This is an optimization exercise on Yosys and OpenROAD, whose aim is small area and a short achievable clock period, not a production implementation. In this exercise RTL edits were held to simulation tests only and were not proved equivalent to the original. Power figures rest on the tool's default switching activity, not on a simulated workload.

==> inputs of yarrow <==
==> flow/design.v <==
package bawsss_pkg;
  localparam int WORD_W          = 16;
  localparam int WAIT_STATES_DEF = 2;
  localparam int DEPTH_LOG2_DEF  = 8;
  typedef enum logic [1:0] {
    IDLE = 2'd0,
    WAIT = 2'd1,
    RESP = 2'd2
  } state_t;
endpackage
module bawsss_sram
#(
  parameter int DEPTH_LOG2 = bawsss_pkg::DEPTH_LOG2_DEF
) (
  input  logic                  clk,
  input  logic                  we,
  input  logic [DEPTH_LOG2-1:0] addr,
  input  logic [bawsss_pkg::WORD_W-1:0]     wdata,
  output logic [bawsss_pkg::WORD_W-1:0]     rdata
);
  logic [bawsss_pkg::WORD_W-1:0] mem [0:(1<<DEPTH_LOG2)-1];
  always_ff @(posedge clk) begin
    if (we) begin
      mem[addr] <= wdata;
    end
  end
  assign rdata = mem[addr];
endmodule
module bawsss_dmem_ctrl
#(
  parameter int WAIT_STATES = bawsss_pkg::WAIT_STATES_DEF,
  parameter int DEPTH_LOG2  = bawsss_pkg::DEPTH_LOG2_DEF
) (
  input  logic              clk,
  input  logic              reset,
  input  logic              req,
  input  logic              we,
  input  logic [bawsss_pkg::WORD_W-1:0] addr,
  input  logic [bawsss_pkg::WORD_W-1:0] wdata,
  output logic [bawsss_pkg::WORD_W-1:0] rdata,
  output logic              ready,
  output logic              err
);
  localparam logic [3:0] WAIT_LOAD = 4'(WAIT_STATES);
  bawsss_pkg::state_t                state;
  bawsss_pkg::state_t                state_next;
  logic [3:0]            cnt;
  logic [3:0]            cnt_next;
  logic                  accept;
  logic                  l_we;
  logic [bawsss_pkg::WORD_W-1:0]     l_addr;
  logic [bawsss_pkg::WORD_W-1:0]     l_wdata;
  logic                  misaligned;
  logic                  out_of_range;
  logic                  fault;
  logic                  in_resp;
  logic                  mem_we;
  logic [DEPTH_LOG2-1:0] index;
  logic [bawsss_pkg::WORD_W-1:0]     mem_rdata;
  always_ff @(posedge clk) begin
    if (!reset) begin
      state <= bawsss_pkg::IDLE;
      cnt   <= '0;
    end else begin
      state <= state_next;
      cnt   <= cnt_next;
    end
  end
  always_ff @(posedge clk) begin
    if (!reset) begin
      l_we    <= 1'b0;
      l_addr  <= '0;
      l_wdata <= '0;
    end else if (accept) begin
      l_we    <= we;
      l_addr  <= addr;
      l_wdata <= wdata;
    end
  end
  always_comb begin
    state_next = state;
    cnt_next   = cnt;
    accept     = 1'b0;
    case (state)
      bawsss_pkg::IDLE: begin
        if (req) begin
          accept     = 1'b1;
          cnt_next   = WAIT_LOAD;
          state_next = (WAIT_LOAD == 4'd0) ? bawsss_pkg::RESP : bawsss_pkg::WAIT;
        end
      end
      bawsss_pkg::WAIT: begin
        cnt_next = cnt - 4'd1;
        if (cnt == 4'd1) begin
          state_next = bawsss_pkg::RESP;
        end
      end
      bawsss_pkg::RESP: begin
        state_next = bawsss_pkg::IDLE;
      end
      default: begin
        state_next = bawsss_pkg::IDLE;
      end
    endcase
  end
  assign index        = l_addr[DEPTH_LOG2:1];
  assign misaligned   = l_addr[0];
  assign out_of_range = (l_addr >> (DEPTH_LOG2 + 1)) != '0;
  assign fault        = misaligned | out_of_range;
  always_comb begin
    in_resp = (state == bawsss_pkg::RESP) && reset;
    ready   = in_resp;
    err     = in_resp && fault;
    mem_we  = in_resp && l_we && !fault;
    rdata   = '0;
    if (in_resp && !fault && !l_we) begin
      rdata = mem_rdata;
    end
  end
  bawsss_sram #(
    .DEPTH_LOG2(DEPTH_LOG2)
  ) u_sram (
    .clk   (clk),
    .we    (mem_we),
    .addr  (index),
    .wdata (l_wdata),
    .rdata (mem_rdata)
  );
endmodule
==> flow/run.sh <==
#!/bin/bash
# synth_recipe.tcl (not shown) runs the flow's synth.tcl, then flattens the netlist and writes it again
# the make line also repeats each setting of config.mk as NAME=value (left out here)
make -C /OpenROAD-flow-scripts/flow DESIGN_CONFIG=/design/flow/config.mk WORK_HOME=/design/flow/orfs CLKGATE_MAP_FILE= SYNTH_SCRIPT=/design/flow/synth_recipe.tcl finish
==> flow/config.mk <==
export PLATFORM = sky130hd
export DESIGN_NAME = bawsss_dmem_ctrl
export DESIGN_NICKNAME = bawsss_dmem_ctrl
export VERILOG_FILES = /design/flow/design.v
export SDC_FILE = /design/flow/constraint.sdc
export NUM_CORES = 4
export LEC_CHECK = 0
export CAP_MARGIN = 20
export CORE_MARGIN = 2
export CORE_UTILIZATION = 40
export SETUP_SLACK_MARGIN = 0.2
export SLEW_MARGIN = 40
export SYNTH_MEMORY_MAX_BITS = 8192
==> flow/constraint.sdc <==
create_clock -name core_clock -period 8.0 [get_ports {clk}]
set_input_delay 1.6000 -clock core_clock [delete_from_list [all_inputs] [get_ports {clk}]]
set_output_delay 1.6000 -clock core_clock [all_outputs]
set_load 0.01 [all_outputs]
==> pepper: changes against yarrow <==
==> flow/design.v, changed modules only <==
module bawsss_sram
#(
  parameter int N = 3
) (
  input  logic [N-1:0] d,
  input  logic [N-1:0] s,
  output logic         yn
);
  assign yn = ~|(d & s);
endmodule
module bawsss_dmem_ctrl
#(
  parameter int WAIT_STATES = bawsss_pkg::WAIT_STATES_DEF,
  parameter int DEPTH_LOG2  = bawsss_pkg::DEPTH_LOG2_DEF
) (
  input  logic              clk,
  input  logic              reset,
  input  logic              req,
  input  logic              we,
  input  logic [bawsss_pkg::WORD_W-1:0] addr,
  input  logic [bawsss_pkg::WORD_W-1:0] wdata,
  output logic [bawsss_pkg::WORD_W-1:0] rdata,
  output logic              ready,
  output logic              err
);
  localparam int W     = bawsss_pkg::WORD_W;
  localparam int DEPTH = 1 << DEPTH_LOG2;
  localparam int CB    = DEPTH_LOG2 / 2;            
  localparam int RB    = DEPTH_LOG2 - CB;           
  localparam int SN    = 3;                         
  localparam int NS    = (DEPTH + SN - 1) / SN;     
  logic                  st_w1;      
  logic                  st_w2;      
  logic                  st_rsp;     
  logic                  idle;
  logic                  accept;
  logic                  l_we;
  logic                  l_fault;
  logic [DEPTH_LOG2-1:0] l_index;
  logic [W-1:0]          l_wdata;
  logic                  wr_pend;    
  logic [W-1:0]          rd_q;       
  logic [W-1:0]          mem_rdata;
  assign idle   = ~(st_w1 | st_w2 | st_rsp);
  assign accept = idle & req;
  always_ff @(posedge clk) begin
    st_w1  <= reset & accept;
    st_w2  <= reset & st_w1;
    st_rsp <= reset & st_w2;
  end
  always_ff @(posedge clk) begin
    if (accept) begin
      l_we    <= we;
      l_fault <= addr[0] | (addr[W-1:DEPTH_LOG2+1] != '0);
      l_index <= addr[DEPTH_LOG2:1];
      l_wdata <= wdata;
    end
  end
  always_ff @(posedge clk) begin
    wr_pend <= st_rsp & reset & l_we & ~l_fault;
    rd_q    <= (st_w2 & ~l_we & ~l_fault) ? mem_rdata : '0;
  end
  assign ready = st_rsp & reset;
  assign err   = st_rsp & reset & l_fault;
  assign rdata = rd_q & {W{st_rsp & reset}};
  logic [W-1:0]       mem [0:DEPTH-1];
  logic [(1<<RB)-1:0] row;
  logic [(1<<CB)-1:0] col;
  logic [DEPTH-1:0]   sel;
  always_comb begin
    row = '0;
    col = '0;
    row[l_index[DEPTH_LOG2-1:CB]] = 1'b1;
    col[l_index[CB-1:0]]          = 1'b1;
  end
  for (genvar i = 0; i < DEPTH; i++) begin : g_word
    assign sel[i] = row[i >> CB] & col[i & ((1 << CB) - 1)];
    always_ff @(posedge clk) begin
      if (wr_pend && sel[i]) begin
        mem[i] <= l_wdata;
      end
    end
  end
  for (genvar b = 0; b < W; b++) begin : g_bit
    logic [NS-1:0] part_n;
    for (genvar g = 0; g < NS; g++) begin : g_slice
      localparam int N = (DEPTH - g*SN < SN) ? DEPTH - g*SN : SN;
      logic [N-1:0] d;
      for (genvar k = 0; k < N; k++) begin : g_d
        assign d[k] = mem[g*SN + k][b];
      end
      bawsss_sram #(.N(N)) u_rd (
        .d (d),
        .s (sel[g*SN +: N]),
        .yn (part_n[g])
      );
    end
    assign mem_rdata[b] = ~&part_n;
  end
endmodule
==> flow/flow/run.sh (new file) <==
#!/bin/bash
# Own layout flow: the standard ORFS flow, with the port buffers made of
# plain buffers (buf_4) instead of the delay cell buffer_ports picks by default.
set -euo pipefail
export BUFFER_PORTS_ARGS="-buffer_cell sky130_fd_sc_hd__buf_4"
bash standard.sh finish > standard_flow.log 2>&1
==> flow/standard.sh (new file) <==
#!/bin/bash
# synth_recipe.tcl (not shown) runs the flow's synth.tcl, then flattens the netlist and writes it again
# the make line also repeats each setting of config.mk as NAME=value (left out here)
make -C /OpenROAD-flow-scripts/flow DESIGN_CONFIG=/design/flow/config.mk WORK_HOME=/design/flow/orfs CLKGATE_MAP_FILE= SYNTH_SCRIPT=/design/flow/synth_recipe.tcl "${@:-finish}"
- CORE_UTILIZATION: 40 -> 55
- PLACE_DENSITY: not set -> 0.65
- SYNTH_HIERARCHICAL: not set -> 1
- SYNTH_MINIMUM_KEEP_SIZE: not set -> 0
removed: flow/run.sh
==> amber: changes against yarrow <==
==> flow/design.v, changed modules only <==
module bawsss_sram
#(
  parameter int DEPTH_LOG2 = bawsss_pkg::DEPTH_LOG2_DEF
) (
  input  logic                  clk,
  input  logic                  we,
  input  logic [DEPTH_LOG2-1:0] addr,
  input  logic [bawsss_pkg::WORD_W-1:0]     wdata,
  output logic [bawsss_pkg::WORD_W-1:0]     rdata
);
  localparam int W     = bawsss_pkg::WORD_W;
  localparam int DEPTH = 1 << DEPTH_LOG2;
  localparam int CB    = DEPTH_LOG2 / 2;            
  localparam int RB    = DEPTH_LOG2 - CB;           
  logic [W-1:0]       mem [0:DEPTH-1];
  logic [(1<<RB)-1:0] row;
  logic [(1<<CB)-1:0] col;
  logic [DEPTH-1:0]   sel;
  always_comb begin
    row = '0;
    col = '0;
    row[addr[DEPTH_LOG2-1:CB]] = 1'b1;
    col[addr[CB-1:0]]          = 1'b1;
  end
  for (genvar i = 0; i < DEPTH; i++) begin : g_word
    assign sel[i] = row[i >> CB] & col[i & ((1 << CB) - 1)];
    always_ff @(posedge clk) begin
      if (we && sel[i]) begin
        mem[i] <= wdata;
      end
    end
  end
  always_comb begin
    rdata = '0;
    for (int i = 0; i < DEPTH; i++) begin
      rdata = rdata | (mem[i] & {W{sel[i]}});
    end
  end
endmodule
module bawsss_dmem_ctrl
#(
  parameter int WAIT_STATES = bawsss_pkg::WAIT_STATES_DEF,
  parameter int DEPTH_LOG2  = bawsss_pkg::DEPTH_LOG2_DEF
) (
  input  logic              clk,
  input  logic              reset,
  input  logic              req,
  input  logic              we,
  input  logic [bawsss_pkg::WORD_W-1:0] addr,
  input  logic [bawsss_pkg::WORD_W-1:0] wdata,
  output logic [bawsss_pkg::WORD_W-1:0] rdata,
  output logic              ready,
  output logic              err
);
  localparam int W = bawsss_pkg::WORD_W;
  logic                  st_w1;      
  logic                  st_w2;      
  logic                  st_rsp;     
  logic                  idle;
  logic                  accept;
  logic                  l_we;
  logic                  l_fault;
  logic [DEPTH_LOG2-1:0] l_index;
  logic [W-1:0]          l_wdata;
  logic                  wr_pend;    
  logic [W-1:0]          rd_q;       
  logic [W-1:0]          mem_rdata;
  assign idle   = ~(st_w1 | st_w2 | st_rsp);
  assign accept = idle & req;
  always_ff @(posedge clk) begin
    st_w1  <= reset & accept;
    st_w2  <= reset & st_w1;
    st_rsp <= reset & st_w2;
  end
  always_ff @(posedge clk) begin
    if (accept) begin
      l_we    <= we;
      l_fault <= addr[0] | (addr[W-1:DEPTH_LOG2+1] != '0);
      l_index <= addr[DEPTH_LOG2:1];
      l_wdata <= wdata;
    end
  end
  always_ff @(posedge clk) begin
    wr_pend <= st_rsp & reset & l_we & ~l_fault;
    rd_q    <= (st_w2 & reset & ~l_we & ~l_fault) ? mem_rdata : '0;
  end
  assign ready = st_rsp & reset;
  assign err   = st_rsp & reset & l_fault;
  assign rdata = rd_q & {W{reset}};
  bawsss_sram #(
    .DEPTH_LOG2(DEPTH_LOG2)
  ) u_sram (
    .clk   (clk),
    .we    (wr_pend),
    .addr  (l_index),
    .wdata (l_wdata),
    .rdata (mem_rdata)
  );
endmodule
==> qor summary <==
metric	yarrow	amber	pepper
Result of the run	finished clean	finished clean	finished clean
Slew @ Worst Pin	0.976 ns	1.10 ns	1.01 ns
Placer congestion estimate	0.916	1.08	0.916
Clk. pwr	19.3 mW	20.7 mW	18.4 mW
Static Leak	58.2 nW	57.9 nW	51.9 nW
Number of detailed-routing iterations run before antenna repair	8	10	15
Utilization of the core after routing	0.459	0.487	0.642
Flops & latches, synth	4143	4142	4142
Post-Synth Adder-Cell Area	0.000156	0.000651	0.000695
Part of the total power dissipated in combinational logic	0.055	0.057	0.025
Area of the die	406000 um2	389000 um2	266000 um2
Area grow syn2layout	14.4%	21.1%	15.8%
DRT iter0 DRCs	11128	31491	17979
Met1 WL	182 mm	335 mm	147 mm
Category of the worst setup path capture point	output port	flip-flop	flip-flop
Part of the power in registers	0.523	0.506	0.551
Area taken by flip-flops and latches	124000 um2	124000 um2	124000 um2
Slowest cell on the critical path	sky130_fd_sc_hd__o22ai_1	sky130_fd_sc_hd__nand4_1	sky130_fd_sc_hd__o21ai_4
Share of synthesized area occupied by flip-flops and latches	0.773	0.808	0.862
Total met2 wirelength after detailed routing	218 mm	392 mm	196 mm
Largest net degree at the start of global routing	193	140	165
Register-to-register path setup slack	3.46 ns	0.95 ns	2.51 ns

## separate check: timing with driven ports
How much do the figures lean on ideal ports? The routed layouts below were timed once more, with nothing changed but the port constraints. Step 1 (the two cells are an assumption about what drives the block):
set clk [get_ports {clk}]
set_driving_cell -lib_cell sky130_fd_sc_hd__clkbuf_16 $clk
set_driving_cell -lib_cell sky130_fd_sc_hd__buf_2 [delete_from_list [all_inputs] $clk]
Step 2, shift: input delay + t, output delay - t, t = (earliest + latest rising clock arrival at the registers) / 2. This alone moves slack from input paths to output paths. Three values: ideal, step 1, step 2; two values: the first two.
run | shift t [ns] | setup slack, ns | pins driven straight from the clock port
yarrow | 1.070 | 0.282 / 0.251 / 0.257 | 1
pepper | 1.034 | 2.513 / 2.513 / 2.513 | 1
amber | 1.154 | 0.954 / 0.954 / 0.954 | 1
After both steps setup and hold are still met in every run listed. The setup slack of yarrow, which loses most, moves by -0.031 ns with the drivers and by -0.025 ns with both steps.
